Background: an optimization exercise with open tools, aiming at small area. Do not read the settings as production practice. The RTL was checked by simulation tests, not by an equivalence proof against the original design. Power figures rest on the tool's default switching activity, not on a simulated workload.

==> job 9802 <==
==> flow/design.v <==
module dmem_responder (
    input  logic        clk,
    input  logic        rst,
    input  logic        MemRead,
    input  logic        MemWrite,
    input  logic [31:0] dir,
    input  logic [31:0] dataIn,
    output logic [31:0] dataOut,
    output logic        ready,
    output logic        stall,
    output logic        misalign
);
    logic [1:0]  st_q;
    logic        misalign_q;
    logic [1:0]  ph_q;
    logic [5:0]  bidx_q;
    logic [31:0] bdata_q;
    logic [31:0] dout_q;
    logic [31:0] ring_q [0:15][0:3];
    logic        req;
    logic        mis_now;
    logic [5:0]  idx;
    logic        capture;
    logic        hit;
    logic [1:0]  ph_dn;
    logic [15:0] rsel;
    logic [15:0] rwe;
    logic [15:0] rhold;
    logic [31:0] head;
    assign req     = MemRead | MemWrite;
    assign mis_now = (dir[1:0] != 2'b00);
    assign idx     = dir[7:2];
    assign capture = (st_q == 2'd2) && !rst && MemWrite && !mis_now;
    assign ph_dn   = ph_q - 2'd1;
    assign hit     = (idx[1:0] == ph_q);
    assign stall    = !rst && (((st_q == 2'd0) && req) || (st_q == 2'd1) || (st_q == 2'd2));
    assign ready    = (st_q == 2'd3);
    assign misalign = misalign_q;
    always_ff @(posedge clk) begin
        if (rst) begin
            st_q       <= 2'd0;
            misalign_q <= 1'b0;
        end else begin
            case (st_q)
                2'd0:    if (req) st_q <= 2'd1;
                2'd1:    st_q <= 2'd2;
                2'd2: begin
                    st_q <= 2'd3;
                    if (mis_now) misalign_q <= 1'b1;
                end
                default: st_q <= 2'd0;
            endcase
        end
    end
    always_ff @(posedge clk) begin
        ph_q <= ph_dn;
        if (capture) begin
            bidx_q  <= idx;
            bdata_q <= dataIn;
        end
        dout_q <= head | (dout_q & {32{st_q != 2'd0}});
    end
    for (genvar r = 0; r < 16; r++) begin : g_ring
        logic [31:0] load;
        assign rsel[r] = hit && !mis_now && (idx[5:2] == 4'(r));
        assign rwe[r]  = (bidx_q[5:2] == 4'(r)) && (bidx_q[1:0] == ph_dn);
        assign rhold[r] = !rwe[r];
        for (genvar b = 0; b < 32; b++) begin : g_bit
            dmem_ring_load u_load (
                .q   (ring_q[r][3][b]),
                .hold(rhold[r]),
                .d   (bdata_q[b]),
                .load(rwe[r]),
                .y   (load[b])
            );
        end
        always_ff @(posedge clk) begin
            ring_q[r][0] <= load;
            ring_q[r][1] <= ring_q[r][0];
            ring_q[r][2] <= ring_q[r][1];
            ring_q[r][3] <= ring_q[r][2];
        end
    end
    for (genvar b = 0; b < 32; b++) begin : g_rd
        logic [15:0] heads;
        for (genvar r = 0; r < 16; r++) begin : g_r
            assign heads[r] = ring_q[r][0][b];
        end
        dmem_sel16 u_sel (
            .d  (heads),
            .sel(rsel),
            .y  (head[b])
        );
    end
    assign dataOut = head | dout_q;
endmodule
module dmem_ring_load (
    input  logic q,
    input  logic hold,
    input  logic d,
    input  logic load,
    output logic y
);
    assign y = (q & hold) | (d & load);
endmodule
module dmem_sel16 (
    input  logic [15:0] d,
    input  logic [15:0] sel,
    output logic        y
);
    logic [5:0] n;
    for (genvar g = 0; g < 5; g++) begin : g_aoi
        dmem_aoi222 u_aoi (
            .a (d[3*g]),   .sa(sel[3*g]),
            .b (d[3*g+1]), .sb(sel[3*g+1]),
            .c (d[3*g+2]), .sc(sel[3*g+2]),
            .y (n[g])
        );
    end
    assign n[5] = !(d[15] && sel[15]);
    assign y = !(&n);
endmodule
module dmem_aoi222 (
    input  logic a,
    input  logic sa,
    input  logic b,
    input  logic sb,
    input  logic c,
    input  logic sc,
    output logic y
);
    assign y = !((a && sa) || (b && sb) || (c && sc));
endmodule
==> flow/run.sh <==
#!/bin/bash
# synth_recipe.tcl (not shown) runs the flow's synth.tcl, then flattens the netlist and writes it again
# the make line also repeats each setting of config.mk as NAME=value (left out here)
make -C /OpenROAD-flow-scripts/flow DESIGN_CONFIG=/design/flow/config.mk WORK_HOME=/design/flow/orfs CLKGATE_MAP_FILE= SYNTH_SCRIPT=/design/flow/synth_recipe.tcl finish
==> flow/config.mk <==
export PLATFORM = sky130hd
export DESIGN_NAME = dmem_responder
export DESIGN_NICKNAME = dmem_responder
export VERILOG_FILES = /design/flow/design.v
export SDC_FILE = /design/flow/constraint.sdc
export NUM_CORES = 4
export LEC_CHECK = 0
export CAP_MARGIN = 20
export CORE_MARGIN = 2
export CORE_UTILIZATION = 65
export CTS_BUF_LIST = sky130_fd_sc_hd__clkbuf_16
export CTS_CLUSTER_DIAMETER = 60
export CTS_CLUSTER_SIZE = 22
export SLEW_MARGIN = 20
export SYNTH_HIERARCHICAL = 1
==> flow/constraint.sdc <==
create_clock -name core_clock -period 5.0 [get_ports {clk}]
set_input_delay 1.0000 -clock core_clock [delete_from_list [all_inputs] [get_ports {clk}]]
set_output_delay 1.0000 -clock core_clock [all_outputs]
set_load 0.01 [all_outputs]
==> job 8573 (differences from job 9802) <==
==> flow/design.v, changed modules only <==
module dmem_responder (
    input  logic        clk,
    input  logic        rst,
    input  logic        MemRead,
    input  logic        MemWrite,
    input  logic [31:0] dir,
    input  logic [31:0] dataIn,
    output logic [31:0] dataOut,
    output logic        ready,
    output logic        stall,
    output logic        misalign
);
    logic [1:0]  st_q;
    logic        misalign_q;
    logic [1:0]  ph_q;
    logic [5:0]  bidx_q;
    logic [31:0] bdata_q;
    logic [31:0] dout_q;
    logic [31:0] ring_q [0:15][0:3];
    logic        req;
    logic        mis_now;
    logic [5:0]  idx;
    logic        capture;
    logic        hit;
    logic [1:0]  ph_dn;
    logic [15:0] rsel;
    logic [15:0] rwe;
    logic [15:0] rhold;
    logic [31:0] rd;
    logic        keep;
    assign req     = MemRead | MemWrite;
    assign mis_now = (dir[1:0] != 2'b00);
    assign idx     = dir[7:2];
    assign capture = (st_q == 2'd2) && !rst && MemWrite && !mis_now;
    assign ph_dn   = ph_q - 2'd1;
    assign hit     = (idx[1:0] == ph_q);
    assign stall    = !rst && (((st_q == 2'd0) && req) || (st_q == 2'd1) || (st_q == 2'd2));
    assign ready    = (st_q == 2'd3);
    assign misalign = misalign_q;
    always_ff @(posedge clk) begin
        if (rst) begin
            st_q       <= 2'd0;
            misalign_q <= 1'b0;
        end else begin
            case (st_q)
                2'd0:    if (req) st_q <= 2'd1;
                2'd1:    st_q <= 2'd2;
                2'd2: begin
                    st_q <= 2'd3;
                    if (mis_now) misalign_q <= 1'b1;
                end
                default: st_q <= 2'd0;
            endcase
        end
    end
    always_ff @(posedge clk) begin
        ph_q <= ph_dn;
        if (capture) begin
            bidx_q  <= idx;
            bdata_q <= dataIn;
        end
    end
    for (genvar r = 0; r < 16; r++) begin : g_ring
        logic [31:0] load;
        assign rsel[r] = hit && !mis_now && (idx[5:2] == 4'(r));
        assign rwe[r]  = (bidx_q[5:2] == 4'(r)) && (bidx_q[1:0] == ph_dn);
        assign rhold[r] = !rwe[r];
        for (genvar b = 0; b < 32; b++) begin : g_bit
            dmem_ring_load u_load (
                .q   (ring_q[r][3][b]),
                .hold(rhold[r]),
                .d   (bdata_q[b]),
                .load(rwe[r]),
                .y   (load[b])
            );
        end
        always_ff @(posedge clk) begin
            ring_q[r][0] <= load;
            ring_q[r][1] <= ring_q[r][0];
            ring_q[r][2] <= ring_q[r][1];
            ring_q[r][3] <= ring_q[r][2];
        end
    end
    assign keep = (st_q != 2'd0);
    for (genvar b = 0; b < 32; b++) begin : g_rd
        logic [15:0] heads;
        logic [5:0]  rd_n;
        for (genvar r = 0; r < 16; r++) begin : g_r
            assign heads[r] = ring_q[r][0][b];
        end
        dmem_rd_bit u_rd (
            .d   (heads),
            .sel (rsel),
            .hold(dout_q[b]),
            .keep(keep),
            .n   (rd_n)
        );
        assign rd[b] = !(&rd_n);
    end
    always_ff @(posedge clk) begin
        dout_q <= rd;
    end
    assign dataOut = rd;
endmodule
module dmem_rd_bit (
    input  logic [15:0] d,
    input  logic [15:0] sel,
    input  logic        hold,
    input  logic        keep,
    output logic [5:0]  n
);
    for (genvar g = 0; g < 5; g++) begin : g_aoi
        dmem_aoi222 u_aoi (
            .a (d[3*g]),   .sa(sel[3*g]),
            .b (d[3*g+1]), .sb(sel[3*g+1]),
            .c (d[3*g+2]), .sc(sel[3*g+2]),
            .y (n[g])
        );
    end
    assign n[5] = !((d[15] && sel[15]) || (hold && keep));
endmodule
// module dmem_sel16 removed
==> flow/flow/run.sh (new file) <==
#!/bin/bash
# The standard layout, with the port buffers made from the plain buf cell rather than
# the delay cell buffer_ports picks by default (repair may still resize them).
set -euo pipefail
export BUFFER_PORTS_ARGS="-buffer_cell sky130_fd_sc_hd__buf_1"
bash standard.sh > standard.log 2>&1
==> flow/standard.sh (new file) <==
#!/bin/bash
# synth_recipe.tcl (not shown) runs the flow's synth.tcl, then flattens the netlist and writes it again
# the make line also repeats each setting of config.mk as NAME=value (left out here)
make -C /OpenROAD-flow-scripts/flow DESIGN_CONFIG=/design/flow/config.mk WORK_HOME=/design/flow/orfs CLKGATE_MAP_FILE= SYNTH_SCRIPT=/design/flow/synth_recipe.tcl "${@:-finish}"
- CORE_UTILIZATION: 65 -> 82
- CTS_CLUSTER_DIAMETER: 60 -> 80
- CTS_CLUSTER_SIZE: 22 -> 30
removed: flow/run.sh
==> flow_summary.yaml <==
critical_path:
  critPathLaunch: "dir[0]"
  cp.arrival_ns: 3.94
  timing.critical_path.slowest_cell_delay_ns: 0.49
  r2r_slack_ns: 2.14
  r2r_end: "ring_q[28][22]"
logic_synthesis:
  synth.area.top_cells: "dfxtp_1, a22o_1, a222oi_1"
  synth_simple_gate_area_share_pct: 2.26
pwr:
  p_per_area_mw_per_mm2: 466
  pg_seq_mw: 17.2
  p_clk_mw: 9.25
status:
  run_status: "complete, no violations"
clock_tree:
  cts_made_buffers: 110
cells_and_area:
  drive_gt1_share_pct: 10.5
  multi_input_area_mm2: 0.00802
  stdcell_count: 4455
routing:
  met2_length_um: 52000
  totalWireLength_um: 118000
  vias: 26223
floorplanning:
  die_y_um: 283
sta:
  timing.fmax_mhz: 202
That was job 9802.
==> flow_summary.yaml <==
status:
  run_status: "finished with violations"
  so_faults: "setup timing"
critical_path:
  cp.arrival_ns: 4.03
  timing.critical_path.slowest_cell_delay_ns: 0.70
  r2r_end: "ring_q[12][30]"
  r2r_slack_ns: 1.48
pwr:
  p_clk_mw: 8.06
  pg_seq_mw: 17.3
  p_per_area_mw_per_mm2: 471
cells_and_area:
  drive_gt1_share_pct: 7.19
  stdcell_count: 4027
  multi_input_area_mm2: 0.00776
logic_synthesis:
  synth_simple_gate_area_share_pct: 1.70
  synth.area.top_cells: "dfxtp_1, a22o_1, a222oi_1"
sta:
  setup_violations: 3
  setup_ws_ns: -0.0263
routing:
  totalWireLength_um: 139000
  vias: 28257
That was job 8573.

==> static timing again, ports no longer ideal <==
No port has a modelled driver above. Below, the same layouts with a new extraction and two added sets of constraints.
Step 1 sets driving cells, clkbuf_16 on the clock port and buf_2 on the other inputs (assumed; they add their load-dependent delay and slew).
Step 2 adds t to the input delays and takes it off the output delays; t is the mean of the earliest and latest rising clock arrival at the registers after step 1. Input paths then give back, and output paths get back, about the clock's delay inside the block.
a / b / c = ideal ports / drivers / drivers and shift; a / b = the first two.
| run | t, ns | slack for setup (ns) | worst setup path at the end | cell pins on the clock port's net |
|---|---|---|---|---|
| job 9802 | 0.748 | 0.062 / 0.023 / 0.023 | input to output | 1 |
| job 8573 | 0.747 | -0.026 / -0.052 / -0.046 | input to output | 1 |
The setup slack of job 9802, which loses most, moves by -0.039 ns with the drivers and by -0.039 ns with both steps.
